Source: an optimization exercise on an open RTL-to-GDS flow (aim: small area, a short achievable clock period and few clock cycles per item). Production flows keep margins and buffers that such runs may drop.
Only simulation tests tie the RTL to the original design; equivalence was not proved.

// polyline_length_accumulator_core
module polyline_length_accumulator_core (
    input  logic        i_clk,
    input  logic        i_rst_n,
    input  logic        i_in_valid,
    output logic        o_in_stall,
    input  logic [15:0] i_in_x,
    input  logic [15:0] i_in_y,
    input  logic        i_in_last,
    output logic        o_out_valid,
    input  logic        i_out_stall,
    output logic [31:0] o_out_length,
    output logic [15:0] o_out_count
);
Size: about 4700 cells after synthesis, about 87 I/O pins, roughly 0.039 mm2 of cells after synthesis.
clock: 10.0 ns
lec_check: 0
abc_area: 1
cap_margin: 20
core_margin: 2
core_utilization: 40
cts_buf_list: sky130_fd_sc_hd__clkbuf_16
cts_cluster_diameter: 80
cts_cluster_size: 30
slew_margin: 20
standard.sh (not shown) runs the stock make flow with config.mk's settings and CLKGATE_MAP_FILE= SYNTH_SCRIPT=/design/flow/synth_recipe.tcl, a recipe that flattens the netlist after the stock synthesis.
==> flow/flow/run.sh <==
#!/bin/bash
# the standard layout (the standard.sh: unchanged synthesis, floorplan,
# placement, clock tree, routing) with two changes to how it is made:
# - every input and output port still gets its buffer, but a plain buf_2
#   instead of the delay-cell buffer that buffer_ports picks by itself
# - timing repair aims at a shorter period than the clock's: setup repair
#   keeps going until each path has the margin below, instead of stopping
#   once the 10 ns clock is met
bash standard.sh SETUP_SLACK_MARGIN=6.7 TNS_END_PERCENT=100 \
    "BUFFER_PORTS_ARGS=-buffer_cell sky130_fd_sc_hd__buf_2" finish > standard.log 2>&1
The starting point produced a clean layout.
Testbench counts at the start, summed over its fixed seeds: cycles 7,066, points 6,831.
Then changed:
--- a/flow/flow/run.sh
+++ b/flow/flow/run.sh
@@ -9 +9 @@
-bash standard.sh SETUP_SLACK_MARGIN=6.7 TNS_END_PERCENT=100 \
+bash standard.sh SETUP_SLACK_MARGIN=6.5 TNS_END_PERCENT=100 \
ABC_AREA = unset   (was 1)
What happened: Design area shrinks by a few percent; synthesized cell count is lower by about a fifth; die area is lower by a few percent; via count came out lower by about a fifth; core utilization is lower by 0.21 points; global-route usage goes down by 0.62 points; worst hold slack got worse by 0.021 ns; non-clock buffer count is lower by 10; clock skew came out higher by 0.036 ns.
Then changed:
==> flow/flow/run.sh (replaced) <==
#!/bin/bash
# the standard layout (the standard.sh: unchanged synthesis, floorplan,
# placement, clock tree, routing), with its timing repair aimed at a shorter
# period than the clock's: setup repair keeps going until each path has the
# margin below, instead of stopping once the 10 ns clock is met
bash standard.sh SETUP_SLACK_MARGIN=6.8 TNS_END_PERCENT=100 finish > standard.log 2>&1
ABC_AREA = 1   (was unset)
CTS_BUF_LIST = unset   (was sky130_fd_sc_hd__clkbuf_16)
CTS_CLUSTER_DIAMETER = unset   (was 80)
CTS_CLUSTER_SIZE = unset   (was 30)
Hold slack improves by 0.024 ns. Synthesized area came out higher by about 6%. Worst setup slack improves by 0.87 ns. Global-route usage came out higher by 1.5 points. Final cell count came out higher by about 25%. Maximum frequency came out higher by 25%. Clock-buffer cell count came out higher by 67.

* * *

run 1:
polyline_length_accumulator_core again, from the RTL that the note above started with.
clock: 10.0 ns
lec_check: 0
abc_area: 1
cap_margin: 20
core_margin: 2
core_utilization: 40
slew_margin: 20
==> flow/flow/run.sh <==
#!/bin/bash
# the standard layout (the standard.sh: unchanged synthesis, floorplan,
# placement, clock tree, routing), with its timing repair aimed at a shorter
# period than the clock's: setup repair keeps going until each path has the
# margin below, instead of stopping once the 10 ns clock is met
bash standard.sh SETUP_SLACK_MARGIN=7.2 TNS_END_PERCENT=100 finish > standard.log 2>&1
Testbench counts of run 1, summed over its fixed seeds: cycles 7,066, points 6,831.
Here is what was changed in the inputs of run 2 compared with run 1.
- CTS_CLUSTER_DIAMETER newly set to 80
- CTS_CLUSTER_SIZE newly set to 30
- CTS_BUF_LIST newly set to sky130_fd_sc_hd__clkbuf_16
==> flow/flow/run.sh <==
#!/bin/bash
# the standard layout (the standard.sh: unchanged synthesis, floorplan,
# placement, clock tree, routing) with two changes to how it is made:
# - every input and output port still gets its buffer, but a plain buf_2
#   instead of the delay-cell buffer that buffer_ports picks by itself
# - timing repair aims at a shorter period than the clock's: setup repair
#   keeps going until each path has the margin below, instead of stopping
#   once the 10 ns clock is met
bash standard.sh SETUP_SLACK_MARGIN=6.3 TNS_END_PERCENT=100 \
    "BUFFER_PORTS_ARGS=-buffer_cell sky130_fd_sc_hd__buf_2" finish > standard.log 2>&1
Notes after the runs:
Looking at pin slew with the least headroom to its limit, run 2 sits 140 ps higher than run 1 does.
Changes observed in run 2 relative to run 1: die area now sits at about the same level; period utilization climbed 2.2 points.
## Diff of input files: run 3 against run 2
==> flow/flow/run.sh <==
#!/bin/bash
# the standard layout (the standard.sh: unchanged synthesis, floorplan,
# placement, clock tree, routing), with its timing repair aimed at a shorter
# period than the clock's: setup repair keeps going until each path has the
# margin below, instead of stopping once the 10 ns clock is met
bash standard.sh SETUP_SLACK_MARGIN=${MARGIN:-6.5} TNS_END_PERCENT=100 finish > standard.log 2>&1
Findings:
Having completed the whole flow, run 3 delivered a layout that passed the timing, DRC and antenna checks. Diff run 3..run 2 | full die area | unchanged. Timing-limited maximum frequency was lower in run 2 than in run 3.
Setup changes, run 3 to run 4
- CTS_BUF_LIST no longer set, was sky130_fd_sc_hd__clkbuf_16
- CTS_CLUSTER_SIZE no longer set, was 30
- CTS_CLUSTER_DIAMETER no longer set, was 80
==> summary.txt <==
Run 4: done, clean on timing, DRC and antenna. Taking run 3 as the reference, in run 4 hold slack shows a reduction of 12 ps; stage delay of the slowest cell on the critical path shows no meaningful change; area taken by flip-flops and latches shows no meaningful change. Run 4 ended up with u_dp.b_dx[15]$_DFF_P_ as its launch point of the critical path; run 3 ended up with u_ctrl.r_e[0][6]$_DFFE_PP_.
Inputs modified between run 4 and run 5:
- CTS_CLUSTER_DIAMETER newly set to 80
- CTS_CLUSTER_SIZE newly set to 30
- CTS_BUF_LIST newly set to sky130_fd_sc_hd__clkbuf_16
==> flow/flow/run.sh <==
#!/bin/bash
# the standard layout (the standard.sh: unchanged synthesis, floorplan,
# placement, clock tree, routing) with two changes to how it is made:
# - every input and output port still gets its buffer, but a plain buf_2
#   instead of the delay-cell buffer that buffer_ports picks by itself
# - timing repair aims at a shorter period than the clock's: setup repair
#   keeps going until each path has the margin below, instead of stopping
#   once the 10 ns clock is met
bash standard.sh SETUP_SLACK_MARGIN=6.5 TNS_END_PERCENT=100 \
    "BUFFER_PORTS_ARGS=-buffer_cell sky130_fd_sc_hd__buf_2" finish > standard.log 2>&1
--- outcome ---
Worst setup slack for register-to-register paths was higher in the run labelled run 5.
[compare] base=run 4 new=run 5: worst setup slack grew by 29 ps; post-synthesis to final-layout area growth shrank by 4.0 points.
The insertion delay to the later sink of the worst-skew pair reported for run 5 is smaller than that of run 4 by 30 ps.

## afterwards: timing with drivers on the ports
The results above use ideal ports. As a check the final layouts listed here were re-extracted and re-timed, cells and wires unchanged. Step 1 sets driving cells, clkbuf_16 on the clock port and buf_2 on the other inputs (assumed; they add their load-dependent delay and slew). Step 2 adds t to the input delays and takes it off the output delays; t is the mean of the earliest and latest rising clock arrival at the registers after step 1. Input paths then give back, and output paths get back, about the clock's delay inside the block. a / b / c = no drivers / after step 1 / after step 2; a / b = the first two.
| run | t, ns | slack for setup (ns) | latest minus earliest clock arrival (ns) |
|---|---|---|---|
| the first run of note 1 | 0.657 | 6.689 / 6.689 / 6.213 | 0.032 / 0.033 |
| the second run of note 1 | 0.656 | 5.699 / 5.699 / 5.699 | 0.086 / 0.086 |
| the third run of note 1 | 0.681 | 6.571 / 6.571 / 6.175 | 0.023 / 0.023 |
| run 1 | 0.695 | 6.661 / 6.661 / 6.407 | 0.031 / 0.031 |
| run 2 | 0.649 | 6.445 / 6.445 / 5.812 | 0.043 / 0.043 |
| run 3 | 0.652 | 6.551 / 6.487 / 6.000 | 0.042 / 0.042 |
| run 4 | 0.685 | 6.565 / 6.539 / 5.976 | 0.038 / 0.039 |
| run 5 | 0.658 | 6.594 / 6.594 / 6.163 | 0.032 / 0.032 |
After both steps every run listed still meets setup and hold. For run 2, which loses most, drivers alone change the setup slack by 0.000 ns; drivers and shift together by -0.633 ns.
